From an optimization exercise on the open Yosys and OpenROAD flow, aimed at small area, a short achievable clock period and few clock cycles per item; shortcuts taken in it are not production practice.
Only simulation tests tie the RTL to the original design; equivalence was not proved.

File: flow/flow/run.sh
#!/bin/bash
# The standard layout, with plain buf_1 cells as the port buffers
export BUFFER_PORTS_ARGS="-buffer_cell sky130_fd_sc_hd__buf_1"
bash standard.sh > standard.log 2>&1
File: flow/standard.sh
#!/bin/bash
# synth_recipe.tcl (not shown) runs the flow's synth.tcl, then flattens the netlist and writes it again
# the make line also repeats each setting of config.mk as NAME=value (left out here)
make -C /OpenROAD-flow-scripts/flow DESIGN_CONFIG=/design/flow/config.mk WORK_HOME=/design/flow/orfs CLKGATE_MAP_FILE= SYNTH_SCRIPT=/design/flow/synth_recipe.tcl "${@:-finish}"
File: flow/config.mk
export PLATFORM = sky130hd
export DESIGN_NAME = simonTop
export DESIGN_NICKNAME = simonTop
export VERILOG_FILES = /design/flow/design.v
export SDC_FILE = /design/flow/constraint.sdc
export NUM_CORES = 4
export LEC_CHECK = 0
export CAP_MARGIN = 20
export CORE_MARGIN = 2
export CORE_UTILIZATION = 65
export CTS_BUF_LIST = sky130_fd_sc_hd__clkbuf_4 sky130_fd_sc_hd__clkbuf_8
export PLACE_DENSITY = 0.75
export SETUP_SLACK_MARGIN = 4.1
export SLEW_MARGIN = 20
File: flow/constraint.sdc
create_clock -name core_clock -period 7.0 [get_ports {clk}]
set_input_delay 1.4000 -clock core_clock [delete_from_list [all_inputs] [get_ports {clk}]]
set_output_delay 1.4000 -clock core_clock [all_outputs]
set_load 0.01 [all_outputs]
File: flow/design.v
package simonPkg;
	localparam int wordBits = 16;
	localparam int keyWords = 4;
	localparam int rounds = 32;
	localparam int perClk = 4;
	localparam int clks = (rounds + perClk - 1) / perClk;
	localparam int cntBits = (clks > 8) ? 4 : (clks > 4) ? 3 : (clks > 2) ? 2 : 1;
	localparam int lastRounds = rounds - perClk * (clks - 1);
	localparam logic [61:0] zSeq =
		62'b11111010_00100101_01100001_11001101_11110100_01001010_11000011_100110;
	localparam logic [wordBits-1:0] keyConst = 16'hfffc;
endpackage
module simonTop
(
	input logic clk,
	input logic nR,
	input logic newData,
	input logic newKey,
	input logic readData,
	input logic [31:0] inData,
	input logic [7:0] infoIn,
	input logic [7:0] countIn,
	input logic [63:0] key,
	output logic [31:0] outData,
	output logic [7:0] infoOut,
	output logic [7:0] countOut,
	output logic doneData,
	output logic keyReady
);
	localparam int P = simonPkg::perClk;
	localparam int CB = simonPkg::cntBits;
	function automatic logic [15:0] roundF(logic [15:0] x);
		roundF = ({x[14:0], x[15]} & {x[7:0], x[15:8]}) ^ {x[13:0], x[15:14]};
	endfunction
	function automatic logic [63:0] roundsP(logic [31:0] s, logic [16*P-1:0] kw, int n);
		logic [15:0] a;
		logic [15:0] b;
		logic [15:0] t;
		a = s[31:16];
		b = s[15:0];
		roundsP = '0;
		for (int r = 0; r < P; r++)
		begin
			t = (b ^ kw[16*r +: 16]) ^ roundF(a);
			b = a;
			a = t;
			if (r == n - 1)
			begin
				roundsP[63:32] = {a, b};
			end
		end
		roundsP[31:0] = {a, b};
	endfunction
	function automatic logic [15:0] ror(logic [15:0] x, int n);
		ror = (x >> n) | (x << (16 - n));
	endfunction
	function automatic logic [63:0] step4(logic [63:0] x, logic fwd, logic [3:0] zb);
		logic [15:0] q [8];
		logic [15:0] e;
		logic [15:0] c;
		for (int i = 0; i < 4; i++)
		begin
			q[i] = x[16*i +: 16];
		end
		for (int i = 0; i < 4; i++)
		begin
			e = q[i] ^ q[i+1] ^ ror(q[i+1], 1);
			c = simonPkg::keyConst ^ {15'b0, zb[i]};
			if (fwd)
			begin
				e = e ^ c;
			end
			else
			begin
				e = ror(e, 12) ^ ror(c, (3 * i + 12) % 16);
			end
			q[i+4] = e ^ ror(q[i+3] ^ ror(q[i+3], 1), 3);
		end
		for (int i = 0; i < 4; i++)
		begin
			step4[16*i +: 16] = fwd ? q[i+4] : ror(q[i+4], 4);
		end
	endfunction
	function automatic logic [63:0] roundKeys(logic [63:0] x, logic fwd);
		for (int i = 0; i < 4; i++)
		begin
			roundKeys[16*i +: 16] = fwd ? x[16*i +: 16] : ror(x[16*i +: 16], (16 - 3 * i) % 16);
		end
	endfunction
	function automatic logic [63:0] decStart(logic [63:0] x);
		for (int i = 0; i < 4; i++)
		begin
			decStart[16*i +: 16] = ror(x[16*(3-i) +: 16], 3 * i);
		end
	endfunction
	function automatic logic [P-1:0] zBits(logic [CB-1:0] c, logic fwd);
		int j;
		for (int s = 0; s < P; s++)
		begin
			j = P * int'(c) + s;
			if (!fwd)
			begin
				j = 27 - j;
			end
			zBits[s] = (j >= 0 && j < 62) ? simonPkg::zSeq[61 - j] : 1'b0;
		end
	endfunction
	logic prevData;
	logic prevKey;
	logic dataRise;
	logic keyRise;
	logic busy;
	logic waitE;
	logic running;
	logic expand;
	logic kLoad;
	logic eValid;
	logic resInS;
	logic startBlk;
	logic startEnc;
	logic [CB-1:0] cnt;
	logic [P-1:0] zb;
	logic [31:0] S;
	logic [7:0] sInfo;
	logic [7:0] sCount;
	logic [63:0] W;
	logic [63:0] K;
	logic [63:0] E;
	logic fwd;
	logic [63:0] Wn;
	logic [63:0] RK;
	logic [63:0] RR;
	logic [31:0] RP;
	logic [31:0] RL;
	logic [31:0] RO;
	logic [31:0] O;
	logic [7:0] oInfo;
	logic [7:0] oCount;
	logic enc;
	logic lastCyc;
	logic expLast;
	logic finish;
	logic eWrite;
	assign dataRise = newData && !prevData;
	assign keyRise = newKey && !prevKey;
	assign enc = sInfo[6];
	assign running = busy && !waitE;
	assign lastCyc = (cnt == CB'(simonPkg::clks - 1));
	assign expLast = (cnt == CB'(28 / P));
	assign finish = running && lastCyc && !doneData;
	assign startBlk = (dataRise && !busy && (infoIn[6] || eValid)) || (waitE && eValid);
	assign startEnc = infoIn[6] && !waitE;
	assign eWrite = !keyRise && expLast && ((expand && !kLoad) || (running && enc && !eValid));
	assign Wn = step4(W, fwd, zb);
	assign RK = roundKeys(W, fwd);
	assign RR = roundsP(S, RK, simonPkg::lastRounds);
	assign RP = RR[31:0];
	assign RL = RR[63:32];
	assign RO = resInS ? S : RL;
	always_ff @(posedge clk or negedge nR)
	begin
		if (!nR)
		begin
			prevData <= 1'b0;
			prevKey <= 1'b0;
			busy <= 1'b0;
			waitE <= 1'b0;
			expand <= 1'b0;
			kLoad <= 1'b0;
			eValid <= 1'b0;
			resInS <= 1'b0;
			cnt <= '0;
			zb <= '0;
			fwd <= 1'b1;
			keyReady <= 1'b0;
			doneData <= 1'b0;
		end
		else
		begin
			prevData <= newData;
			prevKey <= newKey;
			kLoad <= keyRise;
			if (startBlk)
			begin
				fwd <= startEnc;
			end
			else if (!running || finish)
			begin
				fwd <= 1'b1;
			end
			if (startBlk)
			begin
				zb <= zBits('0, startEnc);
			end
			else if (kLoad)
			begin
				zb <= zBits('0, 1'b1);
			end
			else if (expand)
			begin
				zb <= zBits(cnt + CB'(1), 1'b1);
			end
			else
			begin
				zb <= zBits(cnt + CB'(1), enc);
			end
			if (eWrite)
			begin
				eValid <= 1'b1;
			end
			if (keyRise)
			begin
				expand <= 1'b1;
				eValid <= 1'b0;
				keyReady <= 1'b0;
				cnt <= '0;
			end
			else if (startBlk)
			begin
				busy <= 1'b1;
				waitE <= 1'b0;
				expand <= 1'b0;
				cnt <= '0;
			end
			else
			begin
				if (!busy && dataRise)
				begin
					busy <= 1'b1;
					waitE <= 1'b1;
				end
				if (kLoad)
				begin
					keyReady <= 1'b1;
				end
				else if (expand)
				begin
					cnt <= cnt + CB'(1);
					if (expLast)
					begin
						expand <= 1'b0;
						cnt <= '0;
					end
				end
				else if (running)
				begin
					if (!lastCyc)
					begin
						cnt <= cnt + CB'(1);
					end
					else if (finish)
					begin
						busy <= 1'b0;
						resInS <= 1'b0;
						cnt <= '0;
					end
					else
					begin
						resInS <= 1'b1;
					end
				end
			end
			if (finish)
			begin
				doneData <= 1'b1;
			end
			else if (readData)
			begin
				doneData <= 1'b0;
			end
		end
	end
	always_ff @(posedge clk)
	begin
		if (!busy)
		begin
			S <= infoIn[6] ? inData : {inData[15:0], inData[31:16]};
			sInfo <= infoIn;
			sCount <= countIn;
		end
		else if (running && !resInS)
		begin
			S <= lastCyc ? RL : RP;
		end
		if (keyRise)
		begin
			K <= key;
		end
		if (startBlk || kLoad)
		begin
			W <= (kLoad || startEnc) ? K : E;
		end
		else
		begin
			W <= Wn;
		end
		if (eWrite)
		begin
			E <= decStart(W);
		end
		if (finish)
		begin
			O <= RO;
			oInfo <= sInfo ^ 8'h10;
			oCount <= sCount;
		end
	end
	assign outData = oInfo[6] ? O : {O[15:0], O[31:16]};
	assign infoOut = oInfo;
	assign countOut = oCount;
endmodule
==> results.json, run 1 <==
{
  "cts_buffers": 50,
  "drive_gt1_share_pct": 40.2,
  "critPathMaxFanout": 4,
  "async_flop_share_pct": 5.88,
  "coreArea_mm2": 0.0296,
  "fmax_mhz": 282,
  "yosysSeqAreaShare_pct": 43.5,
  "syn-cell-area_mm2": 0.0195,
  "ff_latch_area_mm2": 0.00861,
  "ys_ff_latch": 306,
  "ys_types": 52,
  "reg2reg_to": "W[62]",
  "worst_pin_slew_ns": 1.22,
  "h-tree-depth": 2,
  "setup.worst_path.start": "W[9]",
  "grt_max_degree": 70,
  "r2r-start": "W[9]",
  "hold_viol_final": 0,
  "syn_area_per_cell_um2": 12.0,
  "tns_ns": 0,
  "rsz0062_at_grt": "true",
  "crit_slowest_cell": "dfxtp_1",
  "relSlewSlack_pct": 19.0,
  "maxCapViolCount": 0,
  "synth.area.top_cells": "edfxtp_1, xnor2_1, mux2i_1",
  "clkSinkCount": 306,
  "start_util_pct": 65.8,
  "synthCells": 1618,
  "setup_viol": 0,
  "outcome": "complete, no violations",
  "fin_crit_ns": 3.54,
  "portBuffers": 166,
  "grt_overflow": 0,
  "grt_pass1_wl_um": 92300,
  "multi_input_area_mm2": 0.0130,
  "routed_wl_um": 83500,
  "worstPathCellList": "xnor3_2, mux2i_4, xor2_4, buf_4, xor2_4, xnor3_2, xnor2_1, a22o_1, a31oi_1",
  "boundaryPins": 167,
  "period_share_pct": 50.6,
  "tritoncts": "built",
  "synth_warnings": 2,
  "gp_congestion": 1.06,
  "die_x_um": 177,
  "synth_top_area_share_pct": 34.6,
  "worstSetupPathType": "reg2reg",
  "hp-class": "reg2reg",
  "endpoint_kind": "flip-flop",
  "dr_total_vias": 17526,
  "skew_ns": 0.0664,
  "drt_iter0_markers": 3459,
  "path_buf_inv": 1,
  "start_kind": "flip-flop",
  "final_cell_area_mm2": 0.0270,
  "hold_slack_ns": 0.421,
  "endpoint": "W[62]",
  "finalMaxSlewViolations": 0,
  "clock_latency_ns": 0.65,
  "placed_area_mm2": 0.0204,
  "dr.pass1.iters": 10,
  "finalWorstSetupSlack_ns": 3.46,
  "dp_hpwl_um": 42200,
  "fillCellCount": 965,
  "pre_cts_ws_ns": 2.88,
  "postCtsHoldBufs": 0,
  "synth_edf_count": 224,
  "drt-wirelength-per-cell_um": 33.5,
  "globalRouteTotalUtil_pct": 40.7,
  "routed_via_density": 7.03,
  "clk_pin_slew_ns": 0.09,
  "crit_cells": 9,
  "antenna_found_initial": 6,
  "cts-root-buf": "clkbuf_8",
  "grt_pass1_vias": 14536,
  "antenna_left": 0,
  "cp_top_family": "XOR/XNOR gates",
  "syn_nets": 1751,
  "reg2regPathDepth": 9,
  "synth_top_area_cell": "edfxtp_1",
  "drc": 0,
  "clock_path_buffers": 3,
  "fp.dieH_um": 177,
  "num_rows": 63,
  "ys.flop_type": "edfxtp_1",
  "die_area_mm2": 0.0313,
  "cp_data_arrival_time_ns": 4.05,
  "syn_to_final_growth_pct": 38.9,
  "critPathMaxStageDelay_ns": 0.68,
  "reg2reg_slack_ns": 3.46,
  "worstPathRequired_ns": 7.51,
  "fin_nets": 2189
}
what timing repair did:
item | in CTS | in global routing
resized for setup | 260 | 298
pin swaps | 89 | 147
cloned | 3 | 7
setup buffers | 129 | 161
setup endpoints to repair | 160 | 128
final cells by class:
type / instances / share of cell area [%]
Inverter: 32 / 0.574
Timing Repair inverter: 3 / 0.125
Antenna cell: 6 / 0.0555
Timing Repair Buffer: 475 / 13.3
Sequential cell: 306 / 31.8
Tap cell: 390 / 1.80
Clock buffer: 63 / 3.07
Clock inverter: 31 / 0.967
Multi-Input combinational cell: 1188 / 48.3
state kept, by name, indices dropped and copies added (netlist names), 3 cells and up:
register  cells
W            64
cnt           3
K            64
sCount        8
zb            4
oInfo         8
O            32
E            64
sInfo         8
S            32
oCount        8
routing by layer:
layer | track usage (%) | vias up | wire, um
li1 | - | 6575 | -
met1 | 54.8 | 8178 | 26300
met2 | 62.6 | 2003 | 35300
met3 | 9.75 | 760 | 13300
met4 | 18.8 | 10 | 8410
met5 | 0 | - | 149
layout by cell type, fill, tap and decap left out, drive strengths merged, types with 2 or more instances in the layout:
master and count:
a211oi 43, a21o 2, a21oi 63, a221oi 2
a22o 3, a31oi 5, and2 2, buf 467
bufinv 3, clkbuf 70, clkinv 26, clkinvlp 5
dfrtp 17, dfxtp 64, diode 6, edfxtp 224
ha 16, inv 32, mux2 45, mux2i 175
nand2 108, nand2b 4, nand3 5, nor2 89
nor2b 40, nor3 6, o211ai 14, o21ai 102
o22ai 3, or3 2, xnor2 276, xnor3 67
xor2 95, xor3 13
stage by stage:
stage | util (%) | cells
floorplan | - | 1618
global placement | 68.9 | 2094
detailed placement | 68.9 | 2094
CTS | 80.5 | 2320
global route | 91.4 | 2488
finish | 91.5 | 2494
kinds of logic after synthesis:
family,count (synthesis),synth area share [%]
buf+inv,124,2.60
flops,306,43.5
fa+ha+maj,16,1.03
xor+xnor,451,28.0
mux,221,12.0
simple gates,257,5.66
compound gates,243,7.25
cells in the mapped netlist, types with 20 or more instances:
cell	number
xnor2_1	248
edfxtp_1	224
mux2i_1	169
nand2_1	108
nor2_1	89
o21ai_0	89
xor2_1	87
dfxtp_1	64
a21oi_1	63
xnor3_1	61
clkbuf_1	51
mux2_2	45
a211oi_1	43
nor2b_1	40
inv_1	31
xnor2_2	24
buf_2	20
worst register-to-register path: stages (launching register included):
cell	delay, ns
dfxtp_1	0.68
xnor3_2	0.62
mux2i_4	0.31
xor2_4	0.23
buf_4	0.18
xor2_4	0.30
xnor3_2	0.45
xnor2_1	0.33
a22o_1	0.24
a31oi_1	0.07
worst min-delay path by stage:
| stage | slack (ns) | cells past startpoint | start | to |
|---|---|---|---|---|
| after floorplan | 0.40 | 0 | sCount[0] | oCount[0] |
| after global placement | 0.40 | 0 | sCount[1] | oCount[1] |
| after detailed placement | 0.41 | 0 | sInfo[3] | oInfo[3] |
| after CTS | 0.41 | 0 | sInfo[2] | oInfo[2] |
| after global routing | 0.42 | 0 | sInfo[2] | oInfo[2] |
| final | 0.42 | 0 | sCount[7] | oCount[7] |
Testbench counts, summed over its fixed seeds: cycles 3,584, items 384.
==> run 2: changes to the inputs <==
--- a/flow/config.mk
+++ b/flow/config.mk
@@ -10,5 +10,5 @@
 export CORE_UTILIZATION = 65
 export CTS_BUF_LIST = sky130_fd_sc_hd__clkbuf_4 sky130_fd_sc_hd__clkbuf_8
 export PLACE_DENSITY = 0.75
-export SETUP_SLACK_MARGIN = 4.1
+export SETUP_SLACK_MARGIN = 3.9
 export SLEW_MARGIN = 20
==> run 2 against run 1 <==
Against the previous run: critical path type unchanged; wire length is 24% lower; highest routed layer is now met4; synthesized area stayed put; utilization is 9.4 points lower; register-to-register slack better by 0.33 ns; critical endpoint is now O[17].
==> results.json, run 2 <==
{
  "start_kind": "flip-flop",
  "whs_path_depth": 0,
  "yosysSeqAreaShare_pct": 43.5,
  "synth_warnings": 2,
  "hp-class": "reg2reg",
  "placed_area_mm2": 0.0203,
  "final_cell_area_mm2": 0.0243,
  "cp_data_arrival_time_ns": 3.50,
  "final_common_cell": "edfxtp_1",
  "die_area_mm2": 0.0313,
  "cts_buffers": 49,
  "tritoncts": "built",
  "mostFrequentLayoutCells": "edfxtp_1, xnor2_1, buf_1",
  "grt_overflow": 0,
  "period_share_pct": 45.9,
  "syn_to_final_growth_pct": 24.7,
  "syn_nets": 1751,
  "grt_pass1_vias": 13613,
  "yosys.cell_count.top_type": "xnor2_1",
  "syn_area_per_cell_um2": 12.0,
  "drc": 0,
  "synth.area.top_cells": "edfxtp_1, xnor2_1, mux2i_1",
  "grt_max_degree": 72,
  "reg2regPathDepth": 13,
  "dr_total_vias": 14737,
  "clock_path_buffers": 3,
  "endpoint_kind": "flip-flop",
  "worstPathRequired_ns": 7.28,
  "h-tree-depth": 2,
  "clk_pin_slew_ns": 0.07,
  "fp.dieH_um": 177,
  "antenna_left": 0,
  "fin_nets": 2050,
  "finalMaxSlewViolations": 0,
  "setup_viol": 0,
  "drive_gt1_share_pct": 29.6,
  "fin_crit_ns": 3.22,
  "dr.pass1.iters": 6,
  "yosys-top-cells-count": "xnor2_1, edfxtp_1, mux2i_1, nand2_1",
  "boundaryPins": 167,
  "synthCells": 1618,
  "clock_latency_ns": 0.61,
  "critPathMaxFanout": 9,
  "drt_iter0_markers": 1821,
  "num_rows": 63,
  "skew_ns": 0.0359,
  "rsz0062_at_grt": "true",
  "synth_top_area_cell": "edfxtp_1",
  "fmax_mhz": 311,
  "routed_wl_um": 63800,
  "drt-wirelength-per-cell_um": 27.2,
  "globalRouteTotalUtil_pct": 38.1,
  "portBuffers": 166,
  "gp_congestion": 0.990,
  "outcome": "complete, no violations",
  "cts-root-buf": "clkbuf_8",
  "clkSinkCount": 306,
  "hold_slack_ns": 0.403,
  "ys.flop_type": "edfxtp_1",
  "start_util_pct": 65.8,
  "ys_ff_latch": 306,
  "synth_edf_count": 224,
  "dp_hpwl_um": 41900,
  "synth_top_area_share_pct": 34.6,
  "worstSetupPathType": "reg2reg",
  "maxCapViolCount": 0,
  "ys_types": 52,
  "die_x_um": 177,
  "antenna_found_initial": 0,
  "async_flop_share_pct": 5.88,
  "relSlewSlack_pct": 26.0,
  "routed_via_density": 6.28,
  "syn-cell-area_mm2": 0.0195,
  "n_antenna_cell": 0,
  "biggestRegsByFlops": "E (64), K (64), W (64)",
  "grt_pass1_wl_um": 86000,
  "worst_pin_slew_ns": 1.11,
  "coreArea_mm2": 0.0296,
  "tns_ns": 0,
  "hold_viol_final": 0
}
-- run 2: per-stage QoR --
step	setup WS [ns]	instances	utilization, %
global placement	2.96	2097	68.8
global route	3.68	2348	82.1
finish	3.78	2348	82.1
floorplan	3.97	1618	-
CTS	3.83	2247	76.2
detailed placement	2.86	2097	68.8
-- run 2: worst max-delay path, stage by stage, from the launching register on --
cell and delay, ns:
dfstp_4 0.63, buf_4 0.12, buf_12 0.14, mux2i_1 0.24
xnor2_1 0.20, xnor2_1 0.16, xnor2_2 0.16, buf_4 0.18
xnor2_1 0.35, xnor2_2 0.16, buf_4 0.19, xnor2_4 0.13
xnor2_2 0.14, mux2i_1 0.11
-- run 2: layout make-up --
| type | instances | area (um2) |
|---|---|---|
| multi-input combinational | 1189 | 11700 |
| sequential | 306 | 8590 |
| fill | 1688 | 5290 |
| timing repair buffer | 337 | 2240 |
| clock buffer | 65 | 813 |
| tap | 390 | 488 |
| clock inverter | 27 | 219 |
| inverter | 32 | 154 |
| timing repair inverter | 2 | 22.5 |
-- run 2: path summary, 6_finish.rpt --
kind                                 from   endpoint  slack, ns
worst max-delay path                  fwd      O[17]       3.78
worst min-delay path            sCount[6]  oCount[6]       0.40
worst max register to register        fwd      O[17]       3.78
worst min register to register  sCount[6]  oCount[6]       0.40
max in group asynchronous              nR        fwd       5.84
min in group asynchronous              nR    prevKey       0.67
-- run 2: layer usage --
layer / part of all wire [%] / vias to the layer above / global-route usage [%]
met5: 0 / - / 0
met4: 5.1 / 0 / 16.3
met3: 13 / 215 / 10.3
met2: 45 / 1074 / 57.4
met1: 37 / 7159 / 52.2
li1: - / 6289 / -
-- run 2: cell families (layout without fill, tap and decap cells) --
kind of cell	after synthesis	after routing	share of synthesized area (%)
flops	306	306	43.5
mux	221	221	12.0
fa+ha+maj	16	16	1.03
buf+inv	124	463	2.60
simple gates	257	258	5.66
compound gates	243	243	7.25
xor+xnor	451	451	28.0
-- run 2: what timing repair did --
| item | in CTS | in global routing |
|---|---|---|
| resized for setup | 134 | 182 |
| setup endpoints to repair | 153 | 83 |
| pin swaps | 33 | 82 |
| setup buffers | 57 | 94 |
| cloned | 1 | 6 |
| hold buffers | 0 | 0 |
==> run 3: changes to the inputs <==
--- a/flow/config.mk
+++ b/flow/config.mk
@@ -7,8 +7,8 @@
 export LEC_CHECK = 0
 export CAP_MARGIN = 20
 export CORE_MARGIN = 2
-export CORE_UTILIZATION = 65
+export CORE_UTILIZATION = 70
 export CTS_BUF_LIST = sky130_fd_sc_hd__clkbuf_4 sky130_fd_sc_hd__clkbuf_8
-export PLACE_DENSITY = 0.75
+export PLACE_DENSITY = 0.8
 export SETUP_SLACK_MARGIN = 3.9
 export SLEW_MARGIN = 20
==> run 3 against run 2 <==
Against the previous run: now fails the layout checks on capacitance limit, slew limit; non-clock buffer count rose by 20; die area fell by 7.0%; sequential cell count did not move; critical path type unchanged; critical endpoint is now O[13].
==> results.json, run 3 <==
{
  "routed_via_density": 7.17,
  "pre_cts_ws_ns": 2.66,
  "ys_types": 52,
  "wl_met3_um": 13000,
  "start_util_pct": 70.6,
  "clk_pin_slew_ns": 0.08,
  "rsz0062_at_grt": "true",
  "drc": 0,
  "fin_nets": 2071,
  "yosysSeqAreaShare_pct": 43.5,
  "wirelength_met1_um": 24900,
  "die_x_um": 171,
  "synth.area.top_cells": "edfxtp_1, xnor2_1, mux2i_1",
  "skew_ns": 0.0564,
  "highest-signal-layer": "met5",
  "h-tree-depth": 2,
  "synth_edf_count": 224,
  "worst_pin_slew_ns": 1.78,
  "hp-class": "reg2reg",
  "outcome": "failed layout checks",
  "syn_nets": 1751,
  "syn-cell-area_mm2": 0.0195,
  "finalMaxSlewViolations": 4,
  "tns_ns": 0,
  "so.violations": "capacitance limit, slew limit",
  "coreArea_mm2": 0.0276,
  "fmax_mhz": 216,
  "period_share_pct": 66.1,
  "portBuffers": 166,
  "synth_top_area_cell": "edfxtp_1",
  "dr_total_vias": 16933,
  "routed_wl_um": 78700,
  "endpoint_kind": "flip-flop",
  "gp_congestion": 1.02,
  "grt_overflow": 0,
  "cts_buffers": 49,
  "dr.pass1.iters": 9,
  "globalRouteTotalUtil_pct": 43.9,
  "ys.flop_type": "edfxtp_1",
  "num_rows": 61,
  "synthCells": 1618,
  "drive_gt1_share_pct": 31.9,
  "clkSinkCount": 306,
  "reg2reg_to": "O[13]",
  "yosys-top-cells-count": "xnor2_1, edfxtp_1, mux2i_1, nand2_1",
  "yosys.cell_count.top_type": "xnor2_1",
  "whs_path_depth": 0,
  "mostFrequentLayoutCells": "edfxtp_1, xnor2_1, buf_4",
  "tritoncts": "built",
  "worstHoldStart": "sInfo[5]",
  "critPathMaxFanout": 5,
  "postCtsHoldBufs": 0,
  "start_kind": "flip-flop",
  "synth_warnings": 2,
  "final_common_cell": "edfxtp_1",
  "finalWorstSetupSlack_ns": 2.37,
  "maxCapViolCount": 2,
  "synth_top_area_share_pct": 34.6,
  "dr_wl_met2_um": 33000,
  "syn_area_per_cell_um2": 12.0,
  "cp_data_arrival_time_ns": 4.82,
  "grt_pass1_wl_um": 91900,
  "worstSetupPathType": "reg2reg",
  "r2r-start": "S[17]",
  "antenna_left": 0,
  "drt_iter0_markers": 3171,
  "reg2reg_slack_ns": 2.37,
  "fin_crit_ns": 4.63,
  "ys_ff_latch": 306,
  "die_area_mm2": 0.0292,
  "clock_path_buffers": 3,
  "grt_max_degree": 69,
  "drt-wirelength-per-cell_um": 33.3,
  "clock_latency_ns": 0.65,
  "async_flop_share_pct": 5.88,
  "cts-root-buf": "clkbuf_8",
  "fp.dieH_um": 171,
  "boundaryPins": 167,
  "hold_path_end": "oInfo[5]",
  "hold_viol_final": 0,
  "setup_viol": 0,
  "biggestRegsByFlops": "E (64), K (64), W (64)",
  "grt_pass1_vias": 14386,
  "worstPathRequired_ns": 7.19,
  "relSlewSlack_pct": -19.6,
  "reg2regPathDepth": 8,
  "dp_hpwl_um": 42700,
  "syn_to_final_growth_pct": 26.7,
  "antenna_found_initial": 9
}
run 3: cell counts after synthesis:
No cell type changed its count.
run 3: critical path: stages, from the launching register on:
cell and delay [ns]:
edfxtp_1 0.65, xor2_1 0.37, xnor3_1 0.42, xnor2_1 0.59
xnor2_2 0.25, nor2_1 0.26, xnor2_2 0.13, buf_4 0.18
o21ai_0 1.34
run 3: final cells by class:
type,instances,area (um2)
fillers,1061,2900
multi-input cells,1190,11800
well taps,378,473
repair inverters,2,22.5
repair buffers,357,2580
clock inverters,20,143
diodes,4,10.0
inverters,32,151
flip-flops and latches,306,8570
clock buffers,72,897
run 3: kinds of logic (layout without fill, tap and decap cells):
group | after synthesis | count (layout) | synth area share, %
flops | 306 | 306 | 43.5
compound gates | 243 | 243 | 7.25
mux | 221 | 221 | 12.0
other cells | 0 | 4 | 0
xor+xnor | 451 | 451 | 28.0
fa+ha+maj | 16 | 16 | 1.03
simple gates | 257 | 259 | 5.66
buf+inv | 124 | 483 | 2.60
run 3: how the worst max path moves through the flow:
stage | startpoint | endpoint | slack, ns | depth (start not counted)
detailed placement | fwd | W[57] | 2.66 | 9
floorplan | cnt[0] | zb[1] | 3.97 | 11
finish | S[17] | O[13] | 2.37 | 8
global route | S[17] | O[13] | 2.74 | 8
global placement | fwd | W[50] | 2.73 | 9
CTS | W[16] | W[50] | 3.81 | 9
run 3: metrics by stage:
stage          util (%)  instance area (um2)  hold WS [ns]  instances
2_1_floorplan         -                19500         0.400       1618
3_3_place_gp       73.8                20300         0.402       2082
3_5_place_dp       73.8                20300         0.405       2082
4_1_cts            81.6                22500         0.419       2223
5_1_grt            89.4                24600         0.444       2357
6_report           89.5                24700         0.423       2361
run 3: routing by layer:
metal  vias to the layer above  global-route usage [%]
li1                       6333                       -
met1                      7857                    57.7
met2                      2024                    66.8
met3                       707                    12.0
met4                        12                    23.2
met5                         -                       0
run 3: what timing repair did:
item | CTS | global route
setup endpoints to repair | 146 | 126
gates cloned | 4 | 9
setup buffers | 45 | 124
resized for setup | 137 | 208
pin swaps | 27 | 103
==> run 4: changes to the inputs <==
==> flow/config.mk (replaced) <==
export PLATFORM = sky130hd
export DESIGN_NAME = simonTop
export DESIGN_NICKNAME = simonTop
export VERILOG_FILES = /design/flow/design.v
export SDC_FILE = /design/flow/constraint.sdc
export NUM_CORES = 4
export LEC_CHECK = 0
export ABC_CLOCK_PERIOD_IN_PS = 2000
export CAP_MARGIN = 20
export CORE_MARGIN = 2
export CORE_UTILIZATION = 65
export CTS_BUF_LIST = sky130_fd_sc_hd__clkbuf_4 sky130_fd_sc_hd__clkbuf_8
export PLACE_DENSITY = 0.75
export SETUP_SLACK_MARGIN = 3.8
export SLEW_MARGIN = 20
==> run 4 against run 3 <==
Against the previous run: now clean on timing, DRC and antenna; utilization down 13 points; sequential share of layout area up 2.8 points; cell count down 4.7%; first-iteration DRC count down 45%; die area up 7.5%; synthesized area unchanged; worst setup slack better by 1.4 ns; register-to-register slack better by 1.4 ns; highest routed layer unchanged.
==> results.json, run 4 <==
{
  "synthCells": 1618,
  "start_util_pct": 65.8,
  "synth.mux.area_fraction_pct": 12.0,
  "critPathMaxFanout": 6,
  "endpoint": "O[30]",
  "ys_types": 52,
  "dr.pass1.iters": 6,
  "dp_hpwl_um": 41500,
  "die_x_um": 177,
  "n_antenna_cell": 0,
  "reg2regPathDepth": 12,
  "final_cell_area_mm2": 0.0227,
  "yosys.area_share.simple_pct": 5.66,
  "synth_warnings": 2,
  "antenna_left": 0,
  "endpoint_kind": "flip-flop",
  "syn_area_per_cell_um2": 12.0,
  "clk_pin_slew_ns": 0.07,
  "rsz0062_at_grt": "true",
  "clock_path_buffers": 3,
  "cp_data_arrival_time_ns": 3.52,
  "gp_congestion": 0.992,
  "grt_pass1_vias": 13325,
  "synth_adder_area_share_pct": 1.03,
  "syn-cell-area_mm2": 0.0195,
  "final_common_cell": "edfxtp_1",
  "period_share_pct": 45.6,
  "synth.area.top_cells": "edfxtp_1, xnor2_1, mux2i_1",
  "setup.worst_path.start": "fwd",
  "drt-wirelength-per-cell_um": 26.3,
  "reg2reg_slack_ns": 3.81,
  "h-tree-depth": 2,
  "synth_compound_area_share_pct": 7.25,
  "grt_pass1_wl_um": 83900,
  "dr_total_vias": 13858,
  "yosys-top-cells-count": "xnor2_1, edfxtp_1, mux2i_1, nand2_1",
  "ys_ff_latch": 306,
  "tritoncts": "built",
  "worst_pin_slew_ns": 1.03,
  "reg2reg_to": "O[30]",
  "biggestRegsByFlops": "E (64), K (64), W (64)",
  "synth_top_family_by_area": "XOR/XNOR gates",
  "yosysSeqAreaShare_pct": 43.5,
  "ys.flop_type": "edfxtp_1",
  "maxCapViolCount": 0,
  "r2r-start": "fwd",
  "syn_nets": 1751,
  "num_rows": 63,
  "portBuffers": 166,
  "finalMaxSlewViolations": 0,
  "synth_edf_count": 224,
  "synth_top_area_share_pct": 34.6,
  "yosys.cell_count.top_type": "xnor2_1",
  "start_kind": "flip-flop",
  "fmax_mhz": 313,
  "placed_area_mm2": 0.0204,
  "fp.dieH_um": 177,
  "synth_top_area_cell": "edfxtp_1",
  "hold_viol_final": 0,
  "outcome": "complete, no violations",
  "routed_wl_um": 59200,
  "antenna_found_initial": 2,
  "worstPathRequired_ns": 7.33,
  "fin_crit_ns": 3.19,
  "tns_ns": 0,
  "fin_nets": 1953,
  "boundaryPins": 167,
  "clock_latency_ns": 0.63,
  "drt_iter0_markers": 1747,
  "syn_to_final_growth_pct": 16.8,
  "routed_via_density": 6.16,
  "async_flop_share_pct": 5.88,
  "hp-class": "reg2reg",
  "worstSetupPathType": "reg2reg",
  "drive_gt1_share_pct": 21.0,
  "drc": 0,
  "grt_overflow": 0,
  "coreArea_mm2": 0.0296,
  "die_area_mm2": 0.0313,
  "mostFrequentLayoutCells": "edfxtp_1, xnor2_1, buf_1",
  "globalRouteTotalUtil_pct": 37.1,
  "cts-root-buf": "clkbuf_8",
  "skew_ns": 0.0510,
  "setup_viol": 0,
  "relSlewSlack_pct": 31.2,
  "grt_max_degree": 69,
  "synth_xor_area_share_pct": 28.0,
  "clkSinkCount": 306,
  "hold_slack_ns": 0.408,
  "postCtsHoldBufs": 0,
  "cts_buffers": 49
}
-- run 4: cell types whose count changed in the layout (fill, tap and decap cells not counted), sizes merged, moves of 2 or more --
| cell | delta |
|---|---|
| buf | -92 |
| clkbuf | -24 |
| diode | -4 |
| nor2 | -2 |
-- run 4: area by class of cell --
cell class / instances / area (um2)
flip-flops and latches: 306 / 8530
well taps: 390 / 488
clock buffers: 70 / 863
multi-input cells: 1188 / 11100
repair buffers: 243 / 1400
inverters: 32 / 141
clock inverters: 20 / 171
fillers: 1875 / 6830
-- run 4: logic make-up (layout without fill, tap and decap cells) --
kind of cell | Yosys count | in the layout
adder cells (fa/ha/maj) | 16 | 16
buffers and inverters | 124 | 365
AND/OR/NAND/NOR | 257 | 257
multiplexers | 221 | 221
XOR/XNOR | 451 | 451
flip-flops | 306 | 306
AO/OA/AOI/OAI | 243 | 243
-- run 4: how the worst min path moves through the flow --
stage | startpoint | to | slack [ns] | depth (start not counted)
4_1_cts | sCount[6] | oCount[6] | 0.41 | 0
5_1_grt | sCount[6] | oCount[6] | 0.43 | 0
3_5_place_dp | sCount[7] | oCount[7] | 0.41 | 0
6_report | sCount[6] | oCount[6] | 0.41 | 0
3_3_place_gp | sCount[4] | oCount[4] | 0.40 | 0
2_1_floorplan | sCount[0] | oCount[0] | 0.40 | 0
-- run 4: per-layer routing --
layer / share of wire [%] / vias to the layer above / routed length (um) / track usage, %
met2: 45 / 849 / 26900 / 57.5
met5: 0.027 / - / 16 / 0
met1: 40 / 6753 / 23400 / 51.1
met3: 11 / 153 / 6510 / 9.09
met4: 4.0 / 2 / 2360 / 13.6
li1: - / 6101 / - / -
-- run 4: stage by stage --
stage	instances	setup WS, ns	utilization, %
after floorplan	1618	3.85	-
after global placement	2098	2.83	68.9
after detailed placement	2098	2.77	68.9
after CTS	2211	3.75	74.7
after global routing	2249	3.72	76.9
final	2249	3.81	76.9
-- run 4: worst max-delay path, stage by stage, from the launching register on --
cell and delay, ns:
dfstp_4 0.64, buf_12 0.17, buf_4 0.19, mux2i_1 0.24, xnor2_1 0.16, xnor2_1 0.13, xnor2_2 0.32, nor2_1 0.14
xnor2_2 0.31, buf_4 0.19, nor2_1 0.05, xnor2_1 0.29, mux2i_1 0.11
-- run 4: what timing repair did --
item | 4_1_cts | 5_1_grt
gates resized for setup | 85 | 73
gates cloned | 2 | 1
endpoints found under the setup margin | 144 | 59
setup buffers | 21 | 37
pin swaps | 7 | 36
==> run 5: changes to the inputs <==
==> flow/config.mk (replaced) <==
export PLATFORM = sky130hd
export DESIGN_NAME = simonTop
export DESIGN_NICKNAME = simonTop
export VERILOG_FILES = /design/flow/design.v
export SDC_FILE = /design/flow/constraint.sdc
export NUM_CORES = 4
export LEC_CHECK = 0
export CAP_MARGIN = 20
export CORE_MARGIN = 2
export CORE_UTILIZATION = 65
export CTS_BUF_LIST = sky130_fd_sc_hd__clkbuf_4 sky130_fd_sc_hd__clkbuf_8
export PLACE_DENSITY = 0.75
export SETUP_SLACK_MARGIN = 3.7
export SLEW_MARGIN = 20
==> run 5 against run 4 <==
Against the previous run: register-to-register slack worse by 0.17 ns; cell area is 1.4% lower; wire length is 1.4% lower; die area stayed put; cell count is 0.62% lower; hold slack better by 0.018 ns; synthesized area stayed put; utilization is 1.1 points lower; clock-buffer cell count stayed put; highest routed layer is now met4.
==> results.json, run 5 <==
{
  "ys.flop_type": "edfxtp_1",
  "syn_area_per_cell_um2": 12.0,
  "crit_slowest_cell": "xnor3_1",
  "rsz0062_at_grt": "true",
  "portBuffers": 166,
  "critPathMaxStageDelay_ns": 0.66,
  "finalMaxSlewViolations": 0,
  "grt_pass1_wl_um": 83300,
  "syn_to_final_growth_pct": 15.1,
  "routed_wl_um": 58400,
  "hold_viol_final": 0,
  "clkSinkCount": 306,
  "critPathMaxFanout": 6,
  "hp-class": "reg2reg",
  "h-tree-depth": 2,
  "worstSetupPathType": "reg2reg",
  "drt-wirelength-per-cell_um": 26.1,
  "setup_viol": 0,
  "fp.dieH_um": 177,
  "outcome": "complete, no violations",
  "syn_nets": 1751,
  "antenna_left": 0,
  "worst_pin_slew_ns": 1.01,
  "endpoint_kind": "flip-flop",
  "yosys.area_share.simple_pct": 5.66,
  "cp_data_arrival_time_ns": 3.84,
  "ys_types": 52,
  "grt_overflow": 0,
  "die_area_mm2": 0.0313,
  "grt_max_degree": 69,
  "finalWorstSetupSlack_ns": 3.64,
  "tns_ns": 0,
  "pre_cts_ws_ns": 2.77,
  "start_kind": "flip-flop",
  "num_rows": 63,
  "path_buf_inv": 0,
  "ys_ff_latch": 306,
  "clock_latency_ns": 0.62,
  "synth.mux.area_fraction_pct": 12.0,
  "postCtsHoldBufs": 0,
  "grt_pass1_vias": 13190,
  "globalRouteTotalUtil_pct": 36.9,
  "worstPathRequired_ns": 7.48,
  "final_common_cell": "edfxtp_1",
  "fin_nets": 1938,
  "mostFrequentLayoutCells": "edfxtp_1, xnor2_1, buf_1",
  "synth_edf_count": 224,
  "biggestRegsByFlops": "E (64), K (64), W (64)",
  "period_share_pct": 48.0,
  "synth_warnings": 2,
  "hold_slack_ns": 0.426,
  "routed_via_density": 6.15,
  "synth_top_area_share_pct": 34.6,
  "maxCapViolCount": 0,
  "yosysSeqAreaShare_pct": 43.5,
  "die_x_um": 177,
  "dr.pass1.iters": 8,
  "clk_pin_slew_ns": 0.07,
  "coreArea_mm2": 0.0296,
  "boundaryPins": 167,
  "drive_gt1_share_pct": 18.5,
  "synth_compound_area_share_pct": 7.25,
  "relSlewSlack_pct": 32.7,
  "drt_iter0_markers": 1778,
  "fmax_mhz": 298,
  "skew_ns": 0.0531,
  "synth_top_area_cell": "edfxtp_1",
  "synthCells": 1618,
  "drc": 0,
  "fin_crit_ns": 3.36,
  "clock_path_buffers": 3,
  "tritoncts": "built",
  "gp_congestion": 0.992,
  "synth_xor_area_share_pct": 28.0,
  "yosys-top-cells-count": "xnor2_1, edfxtp_1, mux2i_1, nand2_1",
  "cts_buffers": 49,
  "dp_hpwl_um": 41500,
  "synth_top_family_by_area": "XOR/XNOR gates",
  "start_util_pct": 65.8,
  "yosys.cell_count.top_type": "xnor2_1",
  "syn-cell-area_mm2": 0.0195,
  "antenna_found_initial": 1,
  "async_flop_share_pct": 5.88,
  "worstPathCellList": "xnor3_1, xnor2_1, mux2i_1, xor2_1, xnor2_2, xnor2_2, mux2i_1, xnor2_1, o21ai_1",
  "synth.area.top_cells": "edfxtp_1, xnor2_1, mux2i_1",
  "synth_adder_area_share_pct": 1.03,
  "cts-root-buf": "clkbuf_8",
  "dr_total_vias": 13754,
  "cp_top_family": "XOR/XNOR gates"
}
-- run 5: worst reg2reg max path: stages (launching register included) --
cell     delay (ns)
dfxtp_1        0.56
xnor3_1        0.67
xnor2_1        0.20
mux2i_1        0.18
xor2_1         0.56
xnor2_2        0.21
xnor2_2        0.27
mux2i_1        0.12
xnor2_1        0.33
o21ai_1        0.11
-- run 5: final timing paths --
check,start,to,slack [ns],cells after the start
setup / recovery,W[41],W[50],3.64,9
max in group asynchronous,nR,busy,5.35,1
setup reg to reg,W[41],W[50],3.64,9
min in group asynchronous,nR,prevKey,0.96,1
hold reg to reg,sInfo[1],oInfo[1],0.43,0
hold / removal,sInfo[1],oInfo[1],0.43,0
-- run 5: final cells by class --
cell class                      count  area (um2)
Tap cell                          390         488
Clock buffer                       70         863
Antenna cell                        1        2.50
Sequential cell                   306        8490
Multi-Input combinational cell   1188       11000
Timing Repair Buffer              228        1220
Clock inverter                     20         171
Fill cell                        1922        7150
Inverter                           32         141
-- run 5: timing repair --
action	CTS	global route
endpoints found under the hold margin	0	0
buffers inserted	13	31
pin swaps	3	20
setup endpoints to repair	106	49
cloned	2	0
resized for setup	57	50
-- run 5: kinds of logic after synthesis --
logic type,Yosys count
buffers and inverters,124
flip-flops,306
AO/OA/AOI/OAI,243
adder cells (fa/ha/maj),16
multiplexers,221
AND/OR/NAND/NOR,257
XOR/XNOR,451
-- run 5: metrics by stage --
| step | utilization, % | cells | area [um2] |
|---|---|---|---|
| final | 75.8 | 2235 | 22400 |
| after global placement | 68.9 | 2098 | 20400 |
| after detailed placement | 68.9 | 2098 | 20400 |
| after floorplan | - | 1618 | 19500 |
| after CTS | 73.9 | 2203 | 21800 |
| after global routing | 75.8 | 2234 | 22400 |
-- run 5: layer usage --
metal	track usage, %	routed length [um]	vias up
met5	0	0	-
met4	11.7	1730	0
met3	8.81	6170	111
met2	57.8	27100	825
met1	51.2	23400	6753
li1	-	-	6065
==> run 6: changes to the inputs <==
--- a/flow/config.mk
+++ b/flow/config.mk
@@ -9,6 +9,7 @@
 export CORE_MARGIN = 2
 export CORE_UTILIZATION = 65
 export CTS_BUF_LIST = sky130_fd_sc_hd__clkbuf_4 sky130_fd_sc_hd__clkbuf_8
+export GPL_ROUTABILITY_DRIVEN = 0
 export PLACE_DENSITY = 0.75
-export SETUP_SLACK_MARGIN = 3.7
+export SETUP_SLACK_MARGIN = 3.8
 export SLEW_MARGIN = 20
==> run 6 against run 5 <==
Against the previous run: sequential cell count did not move; critical endpoint is now W[49]; synthesized cell count did not move; synthesized area did not move; still clean on timing, DRC and antenna; sequential share of layout area fell by 0.37 points; non-clock buffer count rose by 27; global-route usage fell by 1.4 points; largest cell class unchanged; via count rose by 1.3%.
==> results.json, run 6 <==
{
  "outcome": "complete, no violations",
  "die_x_um": 177,
  "grt_max_degree": 70,
  "grt_pass1_vias": 13154,
  "setup_viol": 0,
  "synth_top_area_share_pct": 34.6,
  "synth_warnings": 2,
  "final_common_cell": "edfxtp_1",
  "drc": 0,
  "clk_pin_slew_ns": 0.06,
  "async_flop_share_pct": 5.88,
  "dr_wl_met2_um": 25100,
  "num_rows": 63,
  "wl_met3_um": 6120,
  "tritoncts": "built",
  "clkSinkCount": 306,
  "biggestRegsByFlops": "E (64), K (64), W (64)",
  "tns_ns": 0,
  "endpoint_kind": "flip-flop",
  "antenna_left": 0,
  "syn_to_final_growth_pct": 16.6,
  "worstPathCellList": "buf_4, mux2i_2, xnor2_4, xnor3_1, xnor2_1, xnor3_1, mux2i_1, xnor2_1, o21ai_1",
  "critPathMaxFanout": 8,
  "fillCellCount": 1911,
  "coreArea_mm2": 0.0296,
  "r2r-start": "fwd",
  "clock_path_buffers": 3,
  "crit_slowest_cell": "dfstp_4",
  "maxCapViolCount": 0,
  "dp_hpwl_um": 38900,
  "synth_edf_count": 224,
  "clock_latency_ns": 0.61,
  "synth_top_area_cell": "edfxtp_1",
  "routed_wl_um": 56500,
  "ys_ff_latch": 306,
  "relSlewSlack_pct": 40.4,
  "syn_area_per_cell_um2": 12.0,
  "h-tree-depth": 2,
  "finalMaxSlewViolations": 0,
  "start_kind": "flip-flop",
  "start_util_pct": 65.8,
  "cts_buffers": 50,
  "whs_path_depth": 0,
  "cp_data_arrival_time_ns": 3.69,
  "period_share_pct": 46.1,
  "synthCells": 1618,
  "hold_viol_final": 0,
  "worst_pin_slew_ns": 0.894,
  "highest-signal-layer": "met5",
  "reg2reg_slack_ns": 3.77,
  "worstHoldStart": "sInfo[2]",
  "wirelength_met1_um": 22400,
  "boundaryPins": 167,
  "worstPathRequired_ns": 7.46,
  "ys.flop_type": "edfxtp_1",
  "hp-class": "reg2reg",
  "antenna_found_initial": 1,
  "reg2regPathDepth": 9,
  "mostFrequentLayoutCells": "edfxtp_1, xnor2_1, buf_1",
  "dr.pass1.iters": 5,
  "dr_total_vias": 13939,
  "globalRouteTotalUtil_pct": 35.5,
  "die_area_mm2": 0.0313,
  "cts-root-buf": "clkbuf_8",
  "hold_path_end": "oInfo[2]",
  "syn_nets": 1751,
  "fp.dieH_um": 177,
  "postCtsHoldBufs": 0,
  "worstSetupPathType": "reg2reg",
  "yosys-top-cells-count": "xnor2_1, edfxtp_1, mux2i_1, nand2_1",
  "yosys.cell_count.top_type": "xnor2_1",
  "grt_overflow": 0,
  "fin_crit_ns": 3.23,
  "ys_types": 52,
  "rsz0062_at_grt": "true",
  "grt_pass1_wl_um": 81400,
  "reg2reg_to": "W[49]",
  "drive_gt1_share_pct": 20.6,
  "portBuffers": 166,
  "n_antenna_cell": 0,
  "routed_via_density": 6.15,
  "fmax_mhz": 310,
  "skew_ns": 0.0231,
  "drt_iter0_markers": 1753,
  "yosysSeqAreaShare_pct": 43.5,
  "syn-cell-area_mm2": 0.0195,
  "synth.area.top_cells": "edfxtp_1, xnor2_1, mux2i_1",
  "drt-wirelength-per-cell_um": 24.9,
  "critPathMaxStageDelay_ns": 0.77,
  "fin_nets": 1967
}
==> run 6: cell types whose count changed in the layout (fill, tap and decap cells not counted), moves of 3 or more <==
cell / before / now
clkinv_1: 5 / 11
buf_4: 53 / 76
dfxtp_2: 18 / 31
xnor2_4: 8 / 5
xnor3_1: 55 / 52
xnor2_2: 64 / 68
dfxtp_4: 1 / 4
dfxtp_1: 45 / 29
xnor3_2: 12 / 15
clkbuf_4: 16 / 10
==> run 6: timing repair <==
action / 4_1_cts / 5_1_grt
cloned: 3 / 1
buffers inserted: 22 / 49
pin swaps: 10 / 27
gates resized for setup: 70 / 61
endpoints found under the setup margin: 152 / 99
==> run 6: how the worst max path moves through the flow <==
stage,start,endpoint,slack [ns],cells after the start
6_report,fwd,W[49],3.77,9
3_3_place_gp,fwd,W[58],2.64,9
5_1_grt,W[41],W[50],3.71,9
2_1_floorplan,newKey,K[0],3.85,3
3_5_place_dp,fwd,W[58],2.62,9
4_1_cts,fwd,W[58],3.70,9
==> run 6: stage by stage <==
step	hold slack [ns]	utilization (%)	cell area, um2	setup slack [ns]	instances
floorplan	0.400	-	19500	3.85	1618
global placement	0.401	68.8	20300	2.64	2097
detailed placement	0.407	68.8	20300	2.62	2097
CTS	0.418	74.5	22000	3.70	2216
global route	0.432	76.8	22700	3.71	2266
finish	0.421	76.8	22700	3.77	2266
==> run 6: layout make-up <==
cell class	count	area [um2]	area share, %
inverter	32	141	0.623
clock buffer	64	818	3.60
clock inverter	30	255	1.12
timing repair buffer	255	1460	6.42
multi-input combinational	1189	11000	48.5
tap	390	488	2.15
sequential	306	8520	37.5
==> run 6: critical path, delay by kind of cell (launching register included) <==
family          cells  cell delay (ns)
mux                 2             0.57
compound gates      1             0.07
buf+inv             1             0.20
xor+xnor            5             1.46
flops               1             0.77
==> run 6: routing by layer <==
metal / vias up / track usage [%]
met5: - / 0
li1: 6105 / -
met4: 2 / 15.9
met3: 183 / 8.29
met1: 6789 / 49.0
met2: 860 / 53.8
==> run 6: logic make-up after synthesis <==
family | count (synthesis) | share of synthesized area (%)
buffers and inverters | 124 | 2.60
XOR/XNOR | 451 | 28.0
multiplexers | 221 | 12.0
AND/OR/NAND/NOR | 257 | 5.66
adder cells (fa/ha/maj) | 16 | 1.03
AO/OA/AOI/OAI | 243 | 7.25
flip-flops | 306 | 43.5
==> run 7: changes to the inputs <==
--- a/flow/config.mk
+++ b/flow/config.mk
@@ -9,7 +9,7 @@
 export CORE_MARGIN = 2
 export CORE_UTILIZATION = 65
 export CTS_BUF_LIST = sky130_fd_sc_hd__clkbuf_4 sky130_fd_sc_hd__clkbuf_8
-export GPL_ROUTABILITY_DRIVEN = 0
 export PLACE_DENSITY = 0.75
 export SETUP_SLACK_MARGIN = 3.8
 export SLEW_MARGIN = 20
+export TNS_END_PERCENT = 50
==> run 7 against run 6 <==
Against the previous run: cell count up 1.9%; sequential cell count unchanged; critical path type unchanged; register-to-register slack worse by 0.06 ns; synthesized cell count unchanged; still clean.
==> results.json, run 7 <==
{
  "outcome": "complete, no violations",
  "dpl.cell_count": 2100,
  "reg2reg_slack_ns": 3.71,
  "ys_ff_latch": 306,
  "drive_gt1_share_pct": 24.3,
  "final_cell_area_mm2": 0.0235,
  "yosys-top-cells-count": "xnor2_1, edfxtp_1, mux2i_1, nand2_1",
  "final_util_pct": 79.6,
  "ff_latch_area_mm2": 0.00852,
  "tns_ns": 0,
  "grt_overflow": 0,
  "mostFrequentLayoutCells": "edfxtp_1, xnor2_1, buf_1",
  "hp-class": "reg2reg",
  "grt_max_degree": 69,
  "start_kind": "flip-flop",
  "worstPathRequired_ns": 7.47,
  "multi_input_area_mm2": 0.0114,
  "globalRouteTotalUtil_pct": 39.4,
  "maxCapViolCount": 0,
  "num_rows": 63,
  "hold_slack_ns": 0.425,
  "clkSinkCount": 306,
  "synth_warnings": 2,
  "period_share_pct": 47.0,
  "async_flop_share_pct": 5.88,
  "antenna_found_initial": 1,
  "fillCellCount": 1777,
  "hold_viol_final": 0,
  "fin_cells": 2308,
  "routed_via_density": 6.30,
  "synth_top_area_share_pct": 34.6,
  "endpoint_kind": "flip-flop",
  "coreArea_mm2": 0.0296,
  "h-tree-depth": 2,
  "cts_buffers": 48,
  "routed_wl_um": 64900,
  "dr.pass1.iters": 6,
  "relSlewSlack_pct": 29.2,
  "worstSetupPathType": "reg2reg",
  "cts-root-buf": "clkbuf_8",
  "clock_latency_ns": 0.61,
  "fmax_mhz": 304,
  "syn_nets": 1751,
  "ys_types": 52,
  "die_area_mm2": 0.0313,
  "dr_total_vias": 14536,
  "biggestRegsByFlops": "E (64), K (64), W (64)",
  "portBuffers": 166,
  "syn-cell-area_mm2": 0.0195,
  "tritoncts": "built",
  "final_common_cell": "edfxtp_1",
  "drt_iter0_markers": 1862,
  "gp_congestion": 1.05,
  "clock_path_buffers": 3,
  "die_x_um": 177,
  "grt_pass1_vias": 13610,
  "grt_pass1_wl_um": 88300,
  "ys.flop_type": "edfxtp_1",
  "antenna_left": 0,
  "drt-wirelength-per-cell_um": 28.1,
  "placed_area_mm2": 0.0204,
  "synth_edf_count": 224,
  "worst_pin_slew_ns": 1.06,
  "fp.dieH_um": 177,
  "syn_area_per_cell_um2": 12.0,
  "setup_viol": 0,
  "postCtsHoldBufs": 0,
  "start_util_pct": 65.8,
  "boundaryPins": 167,
  "fin_crit_ns": 3.29,
  "cp_data_arrival_time_ns": 3.76,
  "critPathMaxFanout": 8,
  "synth.area.top_cells": "edfxtp_1, xnor2_1, mux2i_1",
  "finalMaxSlewViolations": 0,
  "skew_ns": 0.0293,
  "synth_top_area_cell": "edfxtp_1",
  "fin_nets": 2010,
  "dp_hpwl_um": 43700,
  "yosys.cell_count.top_type": "xnor2_1",
  "syn_to_final_growth_pct": 20.9,
  "rsz0062_at_grt": "true",
  "clk_pin_slew_ns": 0.07,
  "synthCells": 1618,
  "yosysSeqAreaShare_pct": 43.5,
  "drc": 0
}
==> run 7: cell count changes in the layout (fill, tap and decap cells not counted), sizes merged <==
cell and change:
buf +43, clkbuf +5, clkinv -9, clkinvlp -1, diode +1, inv +4, nor2 -1
==> run 7: area by class of cell <==
class / instances / share of cell area (%)
inverters: 32 / 0.622
well taps: 390 / 2.07
diodes: 1 / 0.0106
repair inverters: 2 / 0.0957
flip-flops and latches: 306 / 36.2
multi-input cells: 1188 / 48.3
clock inverters: 22 / 0.930
clock buffers: 68 / 3.55
repair buffers: 299 / 8.26
==> run 7: kinds of logic after synthesis <==
family	synth area share, %
xor+xnor	28.0
fa+ha+maj	1.03
compound gates	7.25
mux	12.0
flops	43.5
simple gates	5.66
buf+inv	2.60
==> run 7: stage by stage <==
stage | worst slack (ns)
2_1_floorplan | 3.68
3_3_place_gp | 2.63
3_5_place_dp | 2.67
4_1_cts | 3.74
5_1_grt | 3.69
6_report | 3.71
==> run 7: path summary, 6_finish.rpt <==
path,startpoint,endpoint,depth (start not counted)
min in group asynchronous,nR,zb[0],1
min reg2reg,sCount[0],oCount[0],0
max,W[19],W[55],10
max reg2reg,W[19],W[55],10
max in group asynchronous,nR,cnt[0],1
min,sCount[0],oCount[0],0
==> run 7: worst max-delay path, stage by stage, from the launching register on <==
cell and delay, ns:
dfxtp_2 0.52, xnor3_1 0.57, mux2i_1 0.28, xnor2_2 0.14, buf_4 0.24, xnor2_1 0.15, xnor3_1 0.38, xnor3_1 0.43
mux2i_1 0.20, xnor2_1 0.15, o21ai_1 0.07
==> run 7: timing repair <==
item                       CTS  global route
setup endpoints to repair  144           117
gates resized for setup     87           103
buffers inserted            30            80
gates cloned                 3             4
pin swaps                   20            56
==> run 7: metal layers <==
metal | wire (um) | GRT usage [%] | up-vias
met5 | 0 | 0 | -
met4 | 3100 | 16.2 | 0
met3 | 7770 | 8.63 | 204
met2 | 29300 | 59.7 | 1019
met1 | 24700 | 55.2 | 7100
li1 | - | - | 6213
==> run 8: changes to the inputs <==
--- a/flow/config.mk
+++ b/flow/config.mk
@@ -12,4 +12,3 @@
 export PLACE_DENSITY = 0.75
 export SETUP_SLACK_MARGIN = 3.8
 export SLEW_MARGIN = 20
-export TNS_END_PERCENT = 50
==> run 8 against run 7 <==
Against the previous run: fmax rose by 3.0%; utilization decreased by 2.7 points; hold slack got worse by 0.017 ns; register-to-register slack improved by 0.097 ns; still clean on timing, DRC and antenna; cell area is 3.4% lower; synthesized cell count unchanged; sequential share of layout area is 1.3 points higher.
==> results.json, run 8 <==
{
  "syn_area_per_cell_um2": 12.0,
  "final_common_cell": "edfxtp_1",
  "yosys.cell_count.top_type": "xnor2_1",
  "fillCellCount": 1875,
  "worstPathRequired_ns": 7.33,
  "cts_buffers": 49,
  "start_kind": "flip-flop",
  "synth.area.top_cells": "edfxtp_1, xnor2_1, mux2i_1",
  "outcome": "complete, no violations",
  "clock_path_buffers": 3,
  "critPathMaxStageDelay_ns": 0.64,
  "synth_top_area_cell": "edfxtp_1",
  "biggestRegsByFlops": "E (64), K (64), W (64)",
  "portBuffers": 166,
  "h-tree-depth": 2,
  "setup_viol": 0,
  "finalWorstSetupSlack_ns": 3.81,
  "postCtsHoldBufs": 0,
  "synth_top_area_share_pct": 34.6,
  "clk_pin_slew_ns": 0.07,
  "ys_types": 52,
  "synth_edf_count": 224,
  "rsz0062_at_grt": "true",
  "tns_ns": 0,
  "path_buf_inv": 3,
  "async_flop_share_pct": 5.88,
  "crit_cells": 12,
  "fp.dieH_um": 177,
  "tritoncts": "built",
  "routed_wl_um": 59200,
  "synth_warnings": 2,
  "maxCapViolCount": 0,
  "grt_pass1_wl_um": 83900,
  "cts-root-buf": "clkbuf_8",
  "drive_gt1_share_pct": 21.0,
  "crit_top_cell": "xnor2_1",
  "endpoint_kind": "flip-flop",
  "antenna_left": 0,
  "hp-class": "reg2reg",
  "synthCells": 1618,
  "hold_viol_final": 0,
  "mostFrequentLayoutCells": "edfxtp_1, xnor2_1, buf_1",
  "die_x_um": 177,
  "cp_data_arrival_time_ns": 3.52,
  "skew_ns": 0.0510,
  "clock_latency_ns": 0.63,
  "syn-cell-area_mm2": 0.0195,
  "placed_area_mm2": 0.0204,
  "relSlewSlack_pct": 31.2,
  "gp_congestion": 0.992,
  "grt_max_degree": 69,
  "fin_nets": 1953,
  "drc": 0,
  "coreArea_mm2": 0.0296,
  "die_area_mm2": 0.0313,
  "pre_cts_ws_ns": 2.77,
  "yosysSeqAreaShare_pct": 43.5,
  "cp_top_family": "XOR/XNOR gates",
  "worstPathCellList": "buf_12, buf_4, mux2i_1, xnor2_1, xnor2_1, xnor2_2, nor2_1, xnor2_2, buf_4, nor2_1, xnor2_1, mux2i_1",
  "finalMaxSlewViolations": 0,
  "grt_overflow": 0,
  "routed_via_density": 6.16,
  "reg2regPathDepth": 12,
  "syn_to_final_growth_pct": 16.8,
  "ys_ff_latch": 306,
  "fin_crit_ns": 3.19,
  "dp_hpwl_um": 41500,
  "worst_pin_slew_ns": 1.03,
  "final_cell_area_mm2": 0.0227,
  "crit_slowest_cell": "dfstp_4",
  "syn_nets": 1751,
  "ys.flop_type": "edfxtp_1",
  "fmax_mhz": 313,
  "dr.pass1.iters": 6,
  "worstSetupPathType": "reg2reg",
  "num_rows": 63,
  "whs_path_depth": 0,
  "period_share_pct": 45.6,
  "boundaryPins": 167,
  "n_antenna_cell": 0,
  "drt_iter0_markers": 1747,
  "start_util_pct": 65.8,
  "antenna_found_initial": 2,
  "yosys-top-cells-count": "xnor2_1, edfxtp_1, mux2i_1, nand2_1",
  "clkSinkCount": 306,
  "drt-wirelength-per-cell_um": 26.3,
  "dr_total_vias": 13858,
  "grt_pass1_vias": 13325,
  "globalRouteTotalUtil_pct": 37.1,
  "critPathMaxFanout": 6
}
[run 8: cells by family (layout without fill, tap and decap cells)]
logic type               count (synthesis)  after routing  synth area share, %
buffers and inverters                  124            365                 2.60
AO/OA/AOI/OAI                          243            243                 7.25
adder cells (fa/ha/maj)                 16             16                 1.03
AND/OR/NAND/NOR                        257            257                 5.66
flip-flops                             306            306                 43.5
XOR/XNOR                               451            451                 28.0
multiplexers                           221            221                 12.0
[run 8: cell type report]
| cell class | instances | area [um2] | share of cell area [%] |
|---|---|---|---|
| multi-input cells | 1188 | 11100 | 49.0 |
| flip-flops and latches | 306 | 8530 | 37.5 |
| repair buffers | 243 | 1400 | 6.15 |
| clock buffers | 70 | 863 | 3.80 |
| well taps | 390 | 488 | 2.15 |
| clock inverters | 20 | 171 | 0.754 |
| inverters | 32 | 141 | 0.622 |
[run 8: per-layer routing]
metal	wire, um	global-route usage [%]	share of wire [%]
met3	6510	9.09	11
met1	23400	51.1	40
met2	26900	57.5	45
met5	16	0	0.027
met4	2360	13.6	4.0
[run 8: path summary, 6_finish.rpt]
check / endpoint / start / slack [ns]
max: O[30] / fwd / 3.81
min: oCount[6] / sCount[6] / 0.41
max reg2reg: O[30] / fwd / 3.81
min reg2reg: oCount[6] / sCount[6] / 0.41
max in group asynchronous: busy / nR / 5.37
min in group asynchronous: prevKey / nR / 0.95
[run 8: repair_timing]
action                                 in CTS  in global routing
endpoints found under the hold margin       0                  0
pin swaps                                   7                 36
gates resized for setup                    85                 73
setup endpoints to repair                 144                 59
cloned                                      2                  1
buffers inserted                           21                 37
[run 8: through the flow]
| step | util (%) | hold slack [ns] | cells |
|---|---|---|---|
| CTS | 74.7 | 0.408 | 2211 |
| detailed placement | 68.9 | 0.405 | 2098 |
| floorplan | - | 0.400 | 1618 |
| global placement | 68.9 | 0.400 | 2098 |
| finish | 76.9 | 0.408 | 2249 |
| global route | 76.9 | 0.431 | 2249 |

==> static timing again, ports no longer ideal <==
The flow's constraints put no driver on any port. The routed layouts listed below were extracted and timed again, unchanged, in two steps.
Step 1 (the two cells are an assumption about what drives the block):
set clk [get_ports {clk}]
set_driving_cell -lib_cell sky130_fd_sc_hd__clkbuf_16 $clk
set_driving_cell -lib_cell sky130_fd_sc_hd__buf_2 [delete_from_list [all_inputs] $clk]
Step 2, shift: input delay + t, output delay - t, t = (earliest + latest rising clock arrival at the registers) / 2. This alone moves slack from input paths to output paths.
Slacks: ideal / step 1 / step 2; pairs: ideal / step 1.
run	t (ns)	setup slack, ns	worst hold slack (ns)	latest minus earliest clock arrival (ns)	cell pins on the clock port's net
run 1	0.671	3.455 / 3.455 / 3.192	0.421 / 0.421 / 0.421	0.066 / 0.066	1
run 2	0.635	3.784 / 3.784 / 3.299	0.403 / 0.403 / 0.403	0.036 / 0.036	1
run 3	0.670	2.370 / 2.370 / 2.370	0.423 / 0.423 / 0.423	0.057 / 0.057	1
run 4	0.653	3.809 / 3.791 / 3.268	0.408 / 0.408 / 0.408	0.051 / 0.051	1
run 5	0.647	3.642 / 3.642 / 3.175	0.426 / 0.426 / 0.426	0.054 / 0.053	1
run 6	0.645	3.772 / 3.772 / 3.290	0.421 / 0.421 / 0.421	0.023 / 0.023	1
run 7	0.645	3.712 / 3.712 / 3.319	0.425 / 0.425 / 0.425	0.030 / 0.030	1
run 8	0.653	3.809 / 3.791 / 3.268	0.408 / 0.408 / 0.408	0.051 / 0.051	1
